This design comes from an exercise in tuning for a short achievable clock period and few clock cycles per item on the open sky130 flow, not from production work.
Only simulation tests tie the RTL to the original design; equivalence was not proved.
Power and IR drop assume default switching activity.

## constraint.sdc

```tcl
create_clock -name core_clock -period 5.5 [get_ports {i_clk}]
set_input_delay 1.1000 -clock core_clock [delete_from_list [all_inputs] [get_ports {i_clk}]]
set_output_delay 1.1000 -clock core_clock [all_outputs]
set_load 0.01 [all_outputs]
```

## config.mk

```make
export PLATFORM = sky130hd
export DESIGN_NAME = clock_page_buffer_manager
export DESIGN_NICKNAME = clock_page_buffer_manager
export VERILOG_FILES = /design/flow/design.v
export SDC_FILE = /design/flow/constraint.sdc
export NUM_CORES = 4
export LEC_CHECK = 0
export ABC_CLOCK_PERIOD_IN_PS = 2500
export CAP_MARGIN = 20
export CORE_MARGIN = 2
export CORE_UTILIZATION = 30
export SETUP_SLACK_MARGIN = 3.1
export SLEW_MARGIN = 20
export TNS_END_PERCENT = 100
```

## run.sh

```bash
#!/bin/bash
# synth_recipe.tcl (not shown) runs the flow's synth.tcl, then flattens the netlist and writes it again
# the make line also repeats each setting of config.mk as NAME=value (left out here)
make -C /OpenROAD-flow-scripts/flow DESIGN_CONFIG=/design/flow/config.mk WORK_HOME=/design/flow/orfs CLKGATE_MAP_FILE= SYNTH_SCRIPT=/design/flow/synth_recipe.tcl finish
```

## design.v

```verilog
`timescale 1ns / 1ps
package cpbm_pkg;
    localparam logic [2:0] CMD_READ     = 3'd0;
    localparam logic [2:0] CMD_ALLOC    = 3'd1;
    localparam logic [2:0] CMD_UNPIN    = 3'd2;
    localparam logic [2:0] CMD_DISPOSE  = 3'd3;
    localparam logic [2:0] CMD_FLUSH    = 3'd4;
    localparam logic [2:0] STAT_OK          = 3'd0;
    localparam logic [2:0] STAT_ALL_PINNED  = 3'd1;
    localparam logic [2:0] STAT_NOT_RESIDENT = 3'd2;
    localparam logic [2:0] STAT_NOT_PINNED  = 3'd3;
    localparam logic [2:0] STAT_FLUSH_PINNED = 3'd4;
    localparam logic [1:0] OP_PIN     = 2'd0;
    localparam logic [1:0] OP_UNPIN   = 2'd1;
    localparam logic [1:0] OP_DISPOSE = 2'd2;
    localparam logic [1:0] OP_FLUSH   = 2'd3;
    localparam int TAG_W = 40;
    localparam int IN_W  = 44;
    localparam int OUT_W = 51;
    localparam int JOB_W = 43;
    typedef struct packed {
        logic [2:0]  cmd;
        logic [7:0]  file_id;
        logic [31:0] page_id;
        logic        mark_dirty;
    } t_in_item;
    typedef struct packed {
        logic [3:0]  frame;
        logic        hit;
        logic        evicted_valid;
        logic [7:0]  evicted_file;
        logic [31:0] evicted_page;
        logic        write_back;
        logic [2:0]  status;
        logic        last;
    } t_out_item;
    typedef struct packed {
        logic [1:0]  op;
        logic [7:0]  file_id;
        logic [31:0] page_id;
        logic        mark_dirty;
    } t_job;
endpackage
`timescale 1ns / 1ps
module cpbm_fifo #(
    parameter int W     = 8,
    parameter int DEPTH = 3
) (
    input  logic                       i_clk,
    input  logic                       i_rst_n,
    input  logic                       i_push,
    input  logic [W-1:0]               i_data,
    output logic [$clog2(DEPTH+1)-1:0] o_cnt_n,    
    input  logic                       i_pop,
    output logic [W-1:0]               o_data,
    output logic                       o_empty
);
    localparam int AW = (DEPTH > 1) ? $clog2(DEPTH) : 1;
    localparam int CW = $clog2(DEPTH + 1);
    logic [W-1:0]  r_ring [DEPTH];
    logic [W-1:0]  r_out;
    logic [AW-1:0] r_wp, r_rp, rp1;
    logic [CW-1:0] r_cnt;
    logic          r_ne, do_pop;
    assign o_data  = r_out;
    assign o_empty = !r_ne;
    assign do_pop  = i_pop && r_ne;
    assign rp1     = (r_rp == AW'(DEPTH - 1)) ? '0 : r_rp + 1'b1;
    assign o_cnt_n = r_cnt + CW'(i_push) - CW'(do_pop);
    always_ff @(posedge i_clk) begin
        if (!i_rst_n) begin
            r_wp  <= '0;
            r_rp  <= '0;
            r_cnt <= '0;
            r_ne  <= 1'b0;
        end else begin
            if (i_push) r_wp <= (r_wp == AW'(DEPTH - 1)) ? '0 : r_wp + 1'b1;
            if (do_pop) r_rp <= rp1;
            r_cnt <= o_cnt_n;
            r_ne  <= (o_cnt_n != '0);
        end
    end
    always_ff @(posedge i_clk) begin
        if (i_push) begin
            r_ring[r_wp] <= i_data;
        end
        if (do_pop ? (r_cnt > CW'(1)) : (r_cnt != '0)) begin
            r_out <= r_ring[do_pop ? rp1 : r_rp];
        end else begin
            r_out <= i_data;
        end
    end
endmodule
`timescale 1ns / 1ps
module cpbm_front (
    input  logic               i_clk,
    input  logic               i_rst_n,
    input  logic               i_push,
    input  cpbm_pkg::t_in_item i_item,
    output logic               o_full,
    input  logic               i_adv,       
    output cpbm_pkg::t_in_item o_cmd,
    output logic               o_cmd_v
);
    cpbm_pkg::t_in_item r_cmd, r_skid;
    logic               r_cmd_v, r_skid_v;
    logic               take_in, known, load;
    assign o_full  = r_skid_v;
    assign o_cmd   = r_cmd;
    assign o_cmd_v = r_cmd_v;
    assign known   = (i_item.cmd <= cpbm_pkg::CMD_FLUSH);
    assign take_in = i_push && !r_skid_v && known;
    assign load    = !r_cmd_v || i_adv;
    always_ff @(posedge i_clk) begin
        if (!i_rst_n) begin
            r_cmd_v  <= 1'b0;
            r_skid_v <= 1'b0;
        end else if (load) begin
            r_cmd_v  <= r_skid_v || take_in;
            r_skid_v <= 1'b0;
        end else if (take_in) begin
            r_skid_v <= 1'b1;
        end
    end
    always_ff @(posedge i_clk) begin
        if (load) begin
            r_cmd <= r_skid_v ? r_skid : i_item;
        end
        if (!r_skid_v) begin
            r_skid <= i_item;
        end
    end
endmodule
`timescale 1ns / 1ps
module cpbm_engine #(
    parameter int NUM_FRAMES = 16
) (
    input  logic                i_clk,
    input  logic                i_rst_n,
    input  cpbm_pkg::t_in_item  i_cmd,
    input  logic                i_cmd_v,
    output logic                o_cmd_adv,
    output logic                o_res_push,
    output cpbm_pkg::t_out_item o_res,
    input  logic [1:0]          i_res_cnt_n
);
    localparam int DEPTH = 3;     
    localparam int N  = NUM_FRAMES;
    localparam int FW = $clog2(NUM_FRAMES);
    localparam int TW = cpbm_pkg::TAG_W;
    function automatic logic [N-1:0] pre_or(input logic [N-1:0] v);
        logic [N-1:0] p;
        p[0] = 1'b0;
        for (int i = 1; i < N; i++) p[i] = p[i-1] | v[i-1];
        pre_or = p;
    endfunction
    function automatic logic [FW-1:0] enc(input logic [N-1:0] v);
        logic [FW-1:0] e;
        e = '0;
        for (int i = 0; i < N; i++) if (v[i]) e = e | FW'(i);
        enc = e;
    endfunction
    function automatic logic [TW-1:0] tmux(input logic [N-1:0] v,
                                          input logic [N-1:0][TW-1:0] t);
        logic [TW-1:0] r;
        r = '0;
        for (int i = 0; i < N; i++) r = r | (t[i] & {TW{v[i]}});
        tmux = r;
    endfunction
    logic [N-1:0]          r_valid, r_z, r_ref, r_dirty;    
    logic [N-1:0][7:0]     r_pins;
    logic [N-1:0][TW-1:0]  r_tag;
    logic [N-1:0]          r_ca;        
    logic [N-1:0]          r_tk;        
    logic [TW-1:0]         r_wtag;      
    logic [N-1:0]          r_after;
    logic                  r_v;
    logic                  r_pin, r_unpin, r_disp, r_flush, r_md;
    logic [TW-1:0]         r_ctag;
    logic [N-1:0]          r_m, r_fm;
    logic                  r_fl;
    logic [N-1:0]          r_fl_d;
    logic                  r_fl_p;
    logic [N-1:0]          r_fl_pv;
    logic [TW-1:0]         ctag1;
    logic [N-1:0]          m1, fm1;
    logic                  same_w, samef_w, same_x, samef_x;
    assign ctag1 = {i_cmd.file_id, i_cmd.page_id};
    always_comb begin
        for (int i = 0; i < N; i++) begin
            fm1[i] = r_valid[i] && (r_tag[i][TW-1 -: 8] == i_cmd.file_id);
            m1[i]  = fm1[i] && (r_tag[i][31:0] == i_cmd.page_id);
        end
    end
    assign samef_w = (r_wtag[TW-1 -: 8] == i_cmd.file_id);
    assign same_w  = samef_w && (r_wtag[31:0] == i_cmd.page_id);
    assign samef_x = (r_ctag[TW-1 -: 8] == i_cmd.file_id);
    assign same_x  = samef_x && (r_ctag[31:0] == i_cmd.page_id);
    logic                  r1_v;
    cpbm_pkg::t_in_item    r1_cmd;
    logic [N-1:0]          r1_m, r1_fm, r1_tk;
    logic                  r1_same_w, r1_samef_w, r1_same_x, r1_samef_x;
    logic [N-1:0]          r_chg_p, r_take_p;     
    logic [N-1:0]          m1c, fm1c, m1n, fm1n;
    logic [TW-1:0]         ctag1b;
    logic                  same_y, samef_y, load1;
    logic [N-1:0]          u_take, u_free;       
    assign ctag1b = {r1_cmd.file_id, r1_cmd.page_id};
    assign m1c  = (((r1_m & ~r1_tk) | (r1_tk & {N{r1_same_w}})) & ~r_chg_p) |
                  (r_take_p & {N{r1_same_x}});
    assign fm1c = (((r1_fm & ~r1_tk) | (r1_tk & {N{r1_samef_w}})) & ~r_chg_p) |
                  (r_take_p & {N{r1_samef_x}});
    assign samef_y = (r_ctag[TW-1 -: 8] == r1_cmd.file_id);
    assign same_y  = samef_y && (r_ctag[31:0] == r1_cmd.page_id);
    assign m1n  = (m1c & ~(u_take | u_free)) | (u_take & {N{same_y}});
    assign fm1n = (fm1c & ~(u_take | u_free)) | (u_take & {N{samef_y}});
    logic                  exec, emit, load2, done, lap, pre;
    logic                  r_fewca, r_lapd;
    logic [N-1:0]          m2, fm2, pinned;
    logic                  hit;
    logic                  r3_v, r_room, r_va, room_n, v_n;
    assign exec  = r_va && !r_fl;
    assign emit  = r_fl && r_room;
    assign load2 = !r_v || done;
    assign room_n = ({1'b0, i_res_cnt_n} + {2'b00, done || emit}) <= 3'(DEPTH - 1);
    assign v_n    = load2 ? r1_v : r_v;
    assign load1 = !r1_v || load2;
    assign o_cmd_adv = load1;
    assign m2     = r_m;
    assign fm2    = r_fm;
    assign pinned = ~r_z;
    assign hit    = |m2;
    logic [N-1:0] x1, x2, p1, p2, f1, f2;
    logic         s1, any_a, any_b;
    logic [N-1:0] take_v, after_n, refclr;
    always_comb begin
        x1 = r_ca & r_after;     
        x2 = r_ca;               
        p1 = pre_or(x1);
        p2 = pre_or(x2);
        f1 = x1 & ~p1;
        f2 = x2 & ~p2;
        s1 = |x1;
        any_a = |x2;
        any_b = |r_z;            
        take_v  = s1 ? f1 : f2;
        after_n = s1 ? p1 : p2;
        refclr  = s1 ? (r_after & ~p1 & r_z) : ((r_after | ~p2) & r_z);
    end
    logic [N-1:0] fx, fxp, fq, fpp, fstop, freed, fl_d;
    logic         fq_any, fq_pin, fstop_any;
    always_comb begin
        fx        = fm2 & (pinned | r_dirty);
        fxp       = pre_or(fx);
        fq        = fx & ~fxp;
        fq_any    = |fx;
        fq_pin    = |(fq & pinned);
        fpp       = pre_or(fm2 & pinned);
        fstop     = fm2 & pinned & ~fpp;
        fstop_any = |(fm2 & pinned);
        freed     = fm2 & ~pinned & ~fpp;
        fl_d      = freed & r_dirty & ~fq;
    end
    logic [N-1:0] u_pin, u_unpin, u_clr;
    logic         miss_pin;
    assign pre      = exec && r_pin && r_fewca && !r_lapd;
    assign done     = exec && !pre;
    assign miss_pin = done && r_pin && !hit && any_b;
    assign lap      = pre && !hit && !any_a && any_b;
    always_comb begin
        u_pin   = {N{done && r_pin}} & m2;
        u_unpin = {N{exec && r_unpin}} & m2 & ~r_z;
        u_free  = ({N{exec && r_disp}} & m2) | ({N{exec && r_flush}} & freed);
        u_take  = {N{miss_pin}} & take_v;
        u_clr   = ({N{miss_pin}} & refclr) | ({N{lap}} & r_z);
    end
    logic [N-1:0] fl_first;
    assign fl_first = r_fl_d & ~pre_or(r_fl_d);
    logic [N-1:0] n3_fr;
    logic         n3_hit, n3_ev, n3_wb, n3_last, n3_mv;
    logic [2:0]   n3_st;
    logic [N-1:0] r3_fr;
    logic         r3_hit, r3_ev, r3_wb, r3_last, r3_mv;
    logic [N-1:0] r3_valid, r3_dirty;    
    logic         ev3, wb3;
    logic [2:0]   r3_st;
    always_comb begin
        n3_fr   = '0;
        n3_hit  = 1'b0;
        n3_ev   = 1'b0;
        n3_wb   = 1'b0;
        n3_st   = cpbm_pkg::STAT_OK;
        n3_last = 1'b1;
        n3_mv   = 1'b0;
        if (r_fl) begin
            if (|r_fl_d) begin
                n3_fr   = fl_first;
                n3_ev   = 1'b1;
                n3_wb   = 1'b1;
                n3_last = 1'b0;
            end else if (r_fl_p) begin
                n3_fr   = r_fl_pv;
                n3_st   = cpbm_pkg::STAT_FLUSH_PINNED;
            end
        end else if (r_flush) begin
            if (fq_any && fq_pin) begin
                n3_fr   = fq;
                n3_st   = cpbm_pkg::STAT_FLUSH_PINNED;
            end else if (fq_any) begin
                n3_fr   = fq;
                n3_ev   = 1'b1;
                n3_wb   = 1'b1;
                n3_last = 1'b0;
            end
        end else if (hit) begin
            n3_fr   = m2;
            n3_hit  = r_pin;
            if (r_unpin && |(m2 & r_z)) begin
                n3_st = cpbm_pkg::STAT_NOT_PINNED;
            end
        end else if (r_pin) begin
            if (!any_b) begin
                n3_st = cpbm_pkg::STAT_ALL_PINNED;
            end else begin
                n3_fr = take_v;
                n3_ev = 1'b1;
                n3_wb = 1'b1;
                n3_mv = 1'b1;
            end
        end else begin
            n3_st = cpbm_pkg::STAT_NOT_RESIDENT;
        end
    end
    assign o_res_push = r3_v;
    assign ev3 = r3_ev && (!r3_mv || |(r3_fr & r3_valid));
    assign wb3 = r3_wb && (!r3_mv || |(r3_fr & r3_dirty));
    always_comb begin
        o_res       = '0;
        o_res.frame = enc(r3_fr);
        o_res.hit   = r3_hit;
        o_res.evicted_valid = ev3;
        {o_res.evicted_file, o_res.evicted_page} = tmux(r3_fr, r_tag) & {TW{ev3}};
        o_res.write_back = wb3;
        o_res.status     = r3_st;
        o_res.last       = r3_last;
    end
    always_ff @(posedge i_clk) begin
        if (!i_rst_n) begin
            r_valid <= '0;
            r_z     <= '1;
            r_ref   <= '0;
            r_dirty <= '0;
            r_after <= '0;
            for (int i = 0; i < N; i++) r_pins[i] <= 8'd0;
            r_v     <= 1'b0;
            r1_v    <= 1'b0;
            r_chg_p <= '0;
            r_take_p <= '0;
            r_fl    <= 1'b0;
            r3_v    <= 1'b0;
            r_room  <= 1'b1;
            r_va    <= 1'b0;
            r_tk    <= '0;
            r_ca    <= '1;
            r_fewca <= 1'b1;
            r_lapd  <= 1'b0;
        end else begin
            for (int i = 0; i < N; i++) begin
                if (u_take[i]) begin
                    r_valid[i] <= 1'b1;
                    r_pins[i]  <= 8'd1;
                    r_z[i]     <= 1'b0;
                    r_ref[i]   <= 1'b1;
                    r_ca[i]    <= 1'b0;
                    r_dirty[i] <= 1'b0;
                end else if (u_free[i]) begin
                    r_valid[i] <= 1'b0;
                    r_pins[i]  <= 8'd0;
                    r_z[i]     <= 1'b1;
                    r_ref[i]   <= 1'b0;
                    r_ca[i]    <= 1'b1;
                    r_dirty[i] <= 1'b0;
                end else if (u_pin[i]) begin
                    r_ref[i]   <= 1'b1;
                    r_ca[i]    <= 1'b0;
                    r_z[i]     <= 1'b0;
                    if (r_pins[i] != 8'hFF) r_pins[i] <= r_pins[i] + 8'd1;
                end else if (u_unpin[i]) begin
                    r_pins[i]  <= r_pins[i] - 8'd1;
                    r_z[i]     <= (r_pins[i] == 8'd1);
                    r_ca[i]    <= (r_pins[i] == 8'd1) && !r_ref[i];
                    if (r_md) r_dirty[i] <= 1'b1;
                end else if (u_clr[i]) begin
                    r_ref[i]   <= 1'b0;
                    r_ca[i]    <= 1'b1;
                end
            end
            if (miss_pin) r_after <= after_n;
            r_fewca <= !(|(r_ca & pre_or(r_ca)));
            if (pre) begin
                r_lapd <= 1'b1;
            end else if (done) begin
                r_lapd <= 1'b0;
            end
            r_tk   <= u_take;
            r_room <= room_n;
            r_va   <= v_n && room_n;
            r_v    <= v_n;
            if (load1) r1_v <= i_cmd_v;
            r_chg_p  <= u_take | u_free;
            r_take_p <= u_take;
            r3_v <= done || emit;
            if (exec && r_flush) begin
                r_fl <= fq_any && !fq_pin;
            end else if (emit && !(|r_fl_d)) begin
                r_fl <= 1'b0;
            end
        end
    end
    always_ff @(posedge i_clk) begin
        for (int i = 0; i < N; i++) begin
            if (r_tk[i]) r_tag[i] <= r_wtag;
        end
        r_wtag   <= r_ctag;
        r3_fr    <= n3_fr;
        r3_hit   <= n3_hit;
        r3_ev    <= n3_ev;
        r3_wb    <= n3_wb;
        r3_st    <= n3_st;
        r3_last  <= n3_last;
        r3_mv    <= n3_mv;
        r3_valid <= r_valid;
        r3_dirty <= r_dirty;
        if (load1) begin
            r1_cmd     <= i_cmd;
            r1_m       <= m1;
            r1_fm      <= fm1;
            r1_tk      <= r_tk;
            r1_same_w  <= same_w;
            r1_samef_w <= samef_w;
            r1_same_x  <= same_x;
            r1_samef_x <= samef_x;
        end else begin
            r1_m       <= m1c;
            r1_fm      <= fm1c;
            r1_tk      <= '0;
        end
        if (load2) begin
            r_pin   <= (r1_cmd.cmd == cpbm_pkg::CMD_READ) || (r1_cmd.cmd == cpbm_pkg::CMD_ALLOC);
            r_unpin <= (r1_cmd.cmd == cpbm_pkg::CMD_UNPIN);
            r_disp  <= (r1_cmd.cmd == cpbm_pkg::CMD_DISPOSE);
            r_flush <= (r1_cmd.cmd == cpbm_pkg::CMD_FLUSH);
            r_md    <= r1_cmd.mark_dirty;
            r_ctag  <= ctag1b;
            r_m     <= m1n;
            r_fm    <= fm1n;
        end
        if (exec && r_flush) begin
            r_fl_d    <= fl_d;
            r_fl_p    <= fstop_any;
            r_fl_pv   <= fstop;
        end else if (emit) begin
            r_fl_d    <= r_fl_d & ~fl_first;
        end
    end
endmodule
`timescale 1ns / 1ps
module clock_page_buffer_manager #(
    parameter int NUM_FRAMES = 16
) (
    input  logic                i_clk,
    input  logic                i_rst_n,
    input  logic                push,
    output logic                full,
    input  logic [43:0]         i_item,
    output logic                empty,
    input  logic                pop,
    output logic [50:0]         o_item
);
    cpbm_pkg::t_in_item  cmd;
    logic                cmd_v, cmd_adv;
    cpbm_pkg::t_out_item res;
    logic                res_push;
    logic [1:0]          res_cnt_n;
    cpbm_front u_front (
        .i_clk   (i_clk),
        .i_rst_n (i_rst_n),
        .i_push  (push),
        .i_item  (i_item),
        .o_full  (full),
        .i_adv   (cmd_adv),
        .o_cmd   (cmd),
        .o_cmd_v (cmd_v)
    );
    cpbm_engine #(
        .NUM_FRAMES (NUM_FRAMES)
    ) u_engine (
        .i_clk      (i_clk),
        .i_rst_n    (i_rst_n),
        .i_cmd      (cmd),
        .i_cmd_v    (cmd_v),
        .o_cmd_adv  (cmd_adv),
        .o_res_push (res_push),
        .o_res      (res),
        .i_res_cnt_n (res_cnt_n)
    );
    cpbm_fifo #(
        .W     (cpbm_pkg::OUT_W),
        .DEPTH (3)
    ) u_res_q (
        .i_clk   (i_clk),
        .i_rst_n (i_rst_n),
        .i_push  (res_push),
        .i_data  (res),
        .o_cnt_n (res_cnt_n),
        .i_pop   (pop),
        .o_data  (o_item),
        .o_empty (empty)
    );
endmodule
```

==> results.yml, run 1 <==
outcome:
  result_of_the_run: "timing/DRC/antenna clean"
timing:
  maxClockFrequency_ghz: 0.381
  count_of_final_max_slew_check_failures: 0
  final.min_clock_period_ns: 2.63
  grt_setup_unrepaired: "true"
  report.final.hold_viol_count: 0
  worst_slew_margin_rel_pct: 16.2
  fin_crit_sh_pct: 47.8
  fin_ws_ns: 2.87
  worst_clock_skew_ns: 0.0657
  total_of_endpoints_with_negative_setup_slack_in_the_final_report: 0
  actual_transition_at_the_worst_max_transition_pin_ns: 1.26
  setup_total_negative_slack_ns: 0
floorplanning:
  dieArea_um2: 229000
  die_h_um: 478
  die_w_um: 478
  floorplan.initialDensity_pct: 30.1
  placementRows: 174
  io_pins: 101
  core_region_area_um2: 224000
power:
  total_leakage_power_nw: 29.3
  power_density_nw_per_um2: 324
  ir_drop_v: 0.000378
global_routing:
  wire_length_of_the_first_global_routing_pass_mm: 380
  grt_antenna_before_repair: 21
  number_of_global_route_vias_before_repair: 49500
  grt-ovfl-total: 0
  largest_net_degree_at_the_start_of_global_routing: 92
  track_usage_pct: 23.1
drt:
  drt-initial-drc-count: 8089
  routed_vias: 53100
  wl_per_cell_um: 29.9
  final_routed_drc_violation_total: 0
  first_pass_iters: 8
  route.final.wire_length_mm: 277
  drt.antenna.violating_nets: 0
  avgViaCountPerCell: 5.75
logic_synthesis:
  synth-seq-cells: 1505
  ys_seq_area_share_pct: 59.4
  synthArstFlopShare_pct: 0
  synth-edff-count: 995
  synth_top_cell_by_area: "sky130_fd_sc_hd__edfxtp_1"
  number_of_different_library_cells_in_the_post_synthesis_netlist: 99
  yosysTopAreaCellShare_pct: 44.3
  synthTopCellsByArea: "sky130_fd_sc_hd__edfxtp_1, sky130_fd_sc_hd__dfxtp_1, sky130_fd_sc_hd__xnor2_1, sky130_fd_sc_hd__xor2_1, sky130_fd_sc_hd__nand2_1"
  synth_warnings: 3
  synth_nets: 5832
  synth_area_um2: 67500
  post_synth_inst_count: 5731
  synth_area_per_cell_um2: 11.8
  synth_flop_cell: "sky130_fd_sc_hd__edfxtp_1"
placement:
  detailed_place_hpwl_mm: 182
  gp_congestion: 1.04
  placement.io_buffers: 100
  placement.setup.worst_slack_ns: 1.76
clock_network:
  cts.sink_count: 1505
  h_tree_level_count: 4
  clock_latency_on_the_worst_skew_pair_ns: 0.87
  numCtsBuffers: 167
  clock_tree.root_cell: "sky130_fd_sc_hd__clkbuf_16"
  clk_transition_reported_paths_ns: 0.07
  cts_tree: "yes"
  clock_tree.buffer_depth: 3
cells_and_area:
  fillCellCount: 21500
  mostFrequentLayoutCells: "sky130_fd_sc_hd__edfxtp_1, sky130_fd_sc_hd__xnor2_1, sky130_fd_sc_hd__xor2_1, sky130_fd_sc_hd__nand2_1, sky130_fd_sc_hd__dfxtp_1"
  layout-area-overhead-vs-synth_pct: 24.8
  final_net_count: 6203
  drive_gt1_share_pct: 21.0
  final-seq-area_um2: 40400
  mostFrequentLayoutCell: "sky130_fd_sc_hd__edfxtp_1"
  multiInputGateArea_um2: 28700
critical_path:
  critPathMostFrequentCell: "sky130_fd_sc_hd__buf_4"
  worstPathCellList: "buf_4 -> clkbuf_16 -> buf_4 -> inv_1 -> nand2_1 -> a21oi_1 -> a21boi_1"
  worst_ep_required_time_ns: 6.17
  worstPathMaxFanout: 9
  critPathArrivalTime_ns: 3.30
  slowest_cp_cell: "sky130_fd_sc_hd__a21boi_1"
  critPathLaunchType: "flop"
  timing.critical_path.slowest_cell_delay_ns: 0.60
  crit_path_end_kind: "flop"
  timing_worst_setup_path_type: "flop to flop"
flow_run:
  drv_cap: 0
hold_path:
  worst_hold_path_type: "flop to flop"
## sequential cells by signal, indices dropped and copies added, names as in the netlist, 40 cells and up
register	cells
u_engine.r_pins	128
u_res_q.r_out	51
u_engine.r_wtag	40
u_res_q.r_ring	153
u_engine.r_ctag	40
u_front.r_cmd	44
u_engine.r1_cmd	44
u_engine.r_tag	640
u_front.r_skid	44
## synthesized netlist by cell type, types with 12 or more instances
cell type                  instances
sky130_fd_sc_hd__edfxtp_1        995
sky130_fd_sc_hd__dfxtp_1         510
sky130_fd_sc_hd__xnor2_1         450
sky130_fd_sc_hd__nand2_1         439
sky130_fd_sc_hd__xor2_1          433
sky130_fd_sc_hd__nor2_1          301
sky130_fd_sc_hd__o21ai_0         281
sky130_fd_sc_hd__clkbuf_1        245
sky130_fd_sc_hd__a21oi_1         195
sky130_fd_sc_hd__nand4_1         183
sky130_fd_sc_hd__nor4_1          157
sky130_fd_sc_hd__nand3_1         136
sky130_fd_sc_hd__a221oi_1        126
sky130_fd_sc_hd__a22o_1          124
sky130_fd_sc_hd__a22oi_1         107
sky130_fd_sc_hd__mux2i_1          96
sky130_fd_sc_hd__inv_1            94
sky130_fd_sc_hd__a31oi_1          86
sky130_fd_sc_hd__and3_1           83
sky130_fd_sc_hd__nor3_1           70
sky130_fd_sc_hd__ha_1             53
sky130_fd_sc_hd__mux2_2           47
sky130_fd_sc_hd__buf_1            43
sky130_fd_sc_hd__buf_2            37
sky130_fd_sc_hd__nand2b_1         37
sky130_fd_sc_hd__or3_1            31
sky130_fd_sc_hd__and2_1           30
sky130_fd_sc_hd__nand3b_1         20
sky130_fd_sc_hd__o211ai_1         16
sky130_fd_sc_hd__a32oi_1          15
sky130_fd_sc_hd__o21ai_1          14
sky130_fd_sc_hd__a21o_1           13
sky130_fd_sc_hd__nor2b_1          13
sky130_fd_sc_hd__nor3b_1          12
sky130_fd_sc_hd__o31ai_1          12
sky130_fd_sc_hd__or4_1            12
## cell type report
type	instances	area share, %
clock buffers	236	5.56
inverters	95	0.459
well taps	2992	4.45
repair buffers	531	6.37
flip-flops and latches	1505	48.0
clock inverters	77	1.05
multi-input cells	3802	34.1
diodes	5	0.0149
## per-stage QoR
step / hold slack (ns) / std cells / util (%) / total power [mW] / cell area, µm²
final: 0.383 / 9243 / 37.5 / 27.3 / 84200
after global routing: 0.399 / 9239 / 37.5 / 27.9 / 84200
after floorplan: 0.350 / 5731 / - / 14.1 / 67500
after CTS: 0.381 / 9130 / 36.6 / 27.2 / 82000
after global placement: 0.374 / 8623 / 32.1 / 15.5 / 72000
after detailed placement: 0.372 / 8624 / 32.1 / 15.5 / 72100
## cells by family after synthesis
| kind of cell | share of synthesized area [%] |
|---|---|
| buffers and inverters | 2.52 |
| AOI/OAI and AO/OA | 11.3 |
| adders and majority gates | 1.03 |
| other | 0.00556 |
| muxes | 2.21 |
| xor gates and xnor gates | 11.5 |
| DFF | 59.4 |
| and+or+nand+nor | 12.1 |
## per-layer routing
| metal | vias up | routed length, µm | GRT usage (%) |
|---|---|---|---|
| met2 | 3936 | 114000 | 33.3 |
| met3 | 815 | 38000 | 7.38 |
| met4 | 16 | 18900 | 12.4 |
| met1 | 26200 | 106000 | 30.6 |
| met5 | - | 97 | 0 |
| li1 | 22100 | - | - |
## report_power, final
| group | switching [mW] | internal [mW] |
|---|---|---|
| clock | 4.91 | 6.56 |
| sequential | 0.532 | 12.4 |
| combinational | 1.71 | 1.13 |
| total | 7.15 | 20.1 |
## critical path: cells and delay by family (launching register included)
| kind | cells | cell delay [ns] |
|---|---|---|
| AO/OA/AOI/OAI | 2 | 0.93 |
| buffers and inverters | 4 | 0.65 |
| flip-flops | 1 | 0.36 |
| AND/OR/NAND/NOR | 1 | 0.47 |
## path summary, 6_finish.rpt
kind	cells after the start	to	slack (ns)	startpoint
worst min-delay path	0	u_engine.r3_valid[3]	0.38	u_engine.r_valid[3]
worst max-delay path	7	u_engine.r3_st[1]	2.87	u_engine.r_fl
worst min register to register	0	u_engine.r3_valid[3]	0.38	u_engine.r_valid[3]
worst max register to register	7	u_engine.r3_st[1]	2.87	u_engine.r_fl
## timing repair
action | 4_1_cts | 5_1_grt
hold buffers | 0 | 0
cloned | 9 | 5
hold endpoints to repair | 0 | 0
resized for setup | 831 | 276
pin swaps | 95 | 140
setup endpoints to repair | 739 | 454
buffers inserted | 184 | 103
Testbench counts, summed over its fixed seeds: cycles 12,377, items 12,000.
==> inputs of run 2 (changes only) <==
--- a/config.mk
+++ b/config.mk
@@ -10,4 +10,4 @@
 export CORE_MARGIN = 2
-export CORE_UTILIZATION = 30
-export SETUP_SLACK_MARGIN = 3.1
+export CORE_UTILIZATION = 25
+export SETUP_SLACK_MARGIN = 3.3
 export SLEW_MARGIN = 20
==> results.yml, run 2 <==
outcome:
  result_of_the_run: "timing/DRC/antenna clean"
logic_synthesis:
  synth-edff-count: 995
  synth_area_um2: 67500
  yosysMostFrequentCell: "sky130_fd_sc_hd__edfxtp_1"
  synthTopCellsByArea: "sky130_fd_sc_hd__edfxtp_1, sky130_fd_sc_hd__dfxtp_1, sky130_fd_sc_hd__xnor2_1, sky130_fd_sc_hd__xor2_1, sky130_fd_sc_hd__nand2_1"
  synthArstFlopShare_pct: 0
  ys_seq_area_share_pct: 59.4
  yosysTopAreaCellShare_pct: 44.3
  synth_area_per_cell_um2: 11.8
  synth_flop_cell: "sky130_fd_sc_hd__edfxtp_1"
  synth_top_cell_by_area: "sky130_fd_sc_hd__edfxtp_1"
  synth-seq-cells: 1505
  synth_commonest_cells: "sky130_fd_sc_hd__edfxtp_1, sky130_fd_sc_hd__dfxtp_1, sky130_fd_sc_hd__xnor2_1, sky130_fd_sc_hd__nand2_1, sky130_fd_sc_hd__xor2_1"
  synth_nets: 5832
  synth_warnings: 3
  post_synth_inst_count: 5731
  number_of_different_library_cells_in_the_post_synthesis_netlist: 99
critical_path:
  worst_ep_required_time_ns: 6.16
  crit_path_end_kind: "flop"
  critical_path.reg2reg.startpoint: "u_engine.r_ca[3]"
  critPathLaunchType: "flop"
  critPathArrivalTime_ns: 3.53
  worstSetupStartpoint: "u_engine.r_ca[3]"
  timing_worst_setup_path_type: "flop to flop"
  worstPathMaxFanout: 6
timing:
  actual_transition_at_the_worst_max_transition_pin_ns: 1.20
  total_of_endpoints_with_negative_setup_slack_in_the_final_report: 0
  fin_crit_sh_pct: 52.2
  worst_slew_margin_rel_pct: 19.7
  final.min_clock_period_ns: 2.87
  worst_clock_skew_ns: 0.0817
  setup_total_negative_slack_ns: 0
  grt_setup_unrepaired: "true"
  maxClockFrequency_ghz: 0.348
  report.final.hold_viol_count: 0
  count_of_final_max_slew_check_failures: 0
floorplanning:
  io_pins: 101
  die_w_um: 523
  placementRows: 190
  dieArea_um2: 274000
  floorplan.initialDensity_pct: 25.2
  die_h_um: 523
  core_region_area_um2: 268000
drt:
  drt-initial-drc-count: 8728
  avgViaCountPerCell: 5.52
  drt.antenna.violating_nets: 0
  final_routed_drc_violation_total: 0
  first_pass_iters: 6
  wl_per_cell_um: 29.2
  routed_vias: 55400
  route.final.wire_length_mm: 293
clock_network:
  numCtsBuffers: 169
  clock_tree.buffer_depth: 4
  holdBufCountCts: 0
  clk_transition_reported_paths_ns: 0.06
  h_tree_level_count: 4
  clock_latency_on_the_worst_skew_pair_ns: 0.87
  cts.sink_count: 1505
  cts_tree: "yes"
  clock_tree.root_cell: "sky130_fd_sc_hd__clkbuf_16"
placement:
  gp_congestion: 1.05
  placement.io_buffers: 100
  placed_cells_incl_taps: 9188
  detailed_place_hpwl_mm: 188
power:
  total_leakage_power_nw: 31.2
  power_density_nw_per_um2: 302
  ir_drop_v: 0.000266
global_routing:
  grt_antenna_before_repair: 22
  grt-ovfl-total: 0
  largest_net_degree_at_the_start_of_global_routing: 64
  number_of_global_route_vias_before_repair: 51800
  wire_length_of_the_first_global_routing_pass_mm: 399
  track_usage_pct: 20.2
cells_and_area:
  final_net_count: 6457
  largest_reg_flops: 640
  layoutNonFillerInstCount: 10000
  largestRegisters: "u_engine.r_tag: 640 flops, u_res_q.r_ring: 153 flops, u_engine.r_pins: 128 flops"
  finalCoreUtilization_pct: 33.8
  fillCellCount: 26100
  mostFrequentLayoutCells: "sky130_fd_sc_hd__edfxtp_1, sky130_fd_sc_hd__xor2_1, sky130_fd_sc_hd__xnor2_1, sky130_fd_sc_hd__dfxtp_1, sky130_fd_sc_hd__buf_4"
  layout-area-overhead-vs-synth_pct: 34.4
  drive_gt1_share_pct: 30.1
  mostFrequentLayoutCell: "sky130_fd_sc_hd__edfxtp_1"
  registers.top_by_ff_count: "u_engine.r_tag"
hold_path:
  startpoint_of_the_lowest_slack_hold_path: "u_engine.r_valid[5]"
  worst_hold_path_type: "flop to flop"
flow_run:
  drv_cap: 0
## run 2: worst paths after layout
| kind | to | slack [ns] | cells past startpoint |
|---|---|---|---|
| setup / recovery | u_engine.r_ca[5] | 2.63 | 11 |
| hold / removal | u_engine.r3_valid[5] | 0.38 | 0 |
| setup reg to reg | u_engine.r_ca[5] | 2.63 | 11 |
| hold reg to reg | u_engine.r3_valid[5] | 0.38 | 0 |
## run 2: cell families (layout without fill, tap and decap cells)
logic type / count (synthesis) / count (layout) / share of synthesized area (%)
adder cells (fa/ha/maj): 56 / 56 / 1.03
other: 1 / 7 / 0.00556
flip-flops: 1505 / 1505 / 59.4
buffers and inverters: 430 / 1179 / 2.52
AO/OA/AOI/OAI: 1119 / 1121 / 11.3
multiplexers: 143 / 143 / 2.21
XOR/XNOR: 883 / 883 / 11.5
AND/OR/NAND/NOR: 1594 / 1596 / 12.1
## run 2: cell type report
type | count | area [µm²] | share of cell area (%)
inverter | 95 | 388 | 0.428
antenna | 6 | 15.0 | 0.0166
multi-input combinational | 3800 | 31700 | 35.0
sequential | 1505 | 40400 | 44.5
clock inverter | 79 | 733 | 0.809
tap | 3552 | 4440 | 4.90
timing repair inverter | 1 | 6.26 | 0.00690
clock buffer | 220 | 4630 | 5.10
timing repair buffer | 784 | 8340 | 9.21
## run 2: repair_timing
action | 4_1_cts | 5_1_grt
endpoints found under the setup margin | 788 | 596
pin swaps | 311 | 338
buffers inserted | 397 | 135
resized for setup | 1354 | 523
cloned | 15 | 2
## run 2: power by group
group | switching, mW | internal [mW]
clock network | 4.82 | 6.45
logic | 1.96 | 1.36
registers | 0.399 | 12.4
total | 7.18 | 20.2
## run 2: metal layers
| metal | up-vias | global-route usage [%] | wire length (µm) |
|---|---|---|---|
| met1 | 27300 | 26.0 | 109000 |
| met4 | 14 | 11.2 | 21000 |
| met2 | 4369 | 29.6 | 122000 |
| met5 | - | 0 | 128 |
| li1 | 22600 | - | - |
| met3 | 1097 | 6.73 | 40500 |
## run 2: metrics by stage
step           worst slack, ns  power (mW)  cell area (µm²)  hold WS, ns
2_1_floorplan             2.58        14.2            67900        0.350
3_3_place_gp              1.72        15.4            73100        0.364
3_5_place_dp              1.78        15.4            73100        0.367
4_1_cts                   2.94        27.2            87200        0.376
5_1_grt                   2.61        28.1            90600        0.383
6_report                  2.63        27.4            90600        0.378
## run 2: worst max-delay path: stages (launching register included)
cell                       delay (ns)
sky130_fd_sc_hd__dfxtp_4         0.37
sky130_fd_sc_hd__nor4_4          0.26
sky130_fd_sc_hd__buf_4           0.18
sky130_fd_sc_hd__buf_6           0.12
sky130_fd_sc_hd__nand3_4         0.10
sky130_fd_sc_hd__buf_6           0.16
sky130_fd_sc_hd__nor4_4          0.38
sky130_fd_sc_hd__buf_4           0.19
sky130_fd_sc_hd__a21o_1          0.08
sky130_fd_sc_hd__a41o_1          0.23
sky130_fd_sc_hd__a31oi_4         0.07
sky130_fd_sc_hd__a311oi_2        0.56

separate check: timing with driven ports:
How much do the figures lean on ideal ports? The routed layouts below were timed once more, with nothing changed but the port constraints.
Step 1 sets driving cells, clkbuf_16 on the clock port and buf_2 on the other inputs (assumed; they add their load-dependent delay and slew).
Step 2, shift: input delay + t, output delay - t, t = (earliest + latest rising clock arrival at the registers) / 2. This alone moves slack from input paths to output paths.
Three values: no drivers, after step 1, after step 2; two values: the first two.
run | t, ns | setup WS [ns] | hold slack, ns | worst slew at a driven data input, ns | pins driven straight from the clock port
run 1 | 0.915 | 2.873 / 2.873 / 2.390 | 0.383 / 0.383 / 0.383 | 0.07 | 1
run 2 | 0.921 | 2.628 / 2.628 / 2.260 | 0.378 / 0.378 / 0.378 | 0.10 | 1
After both steps setup and hold are still met in every run listed. The setup slack of run 1, which loses most, moves by 0.000 ns with the drivers and by -0.483 ns with both steps.
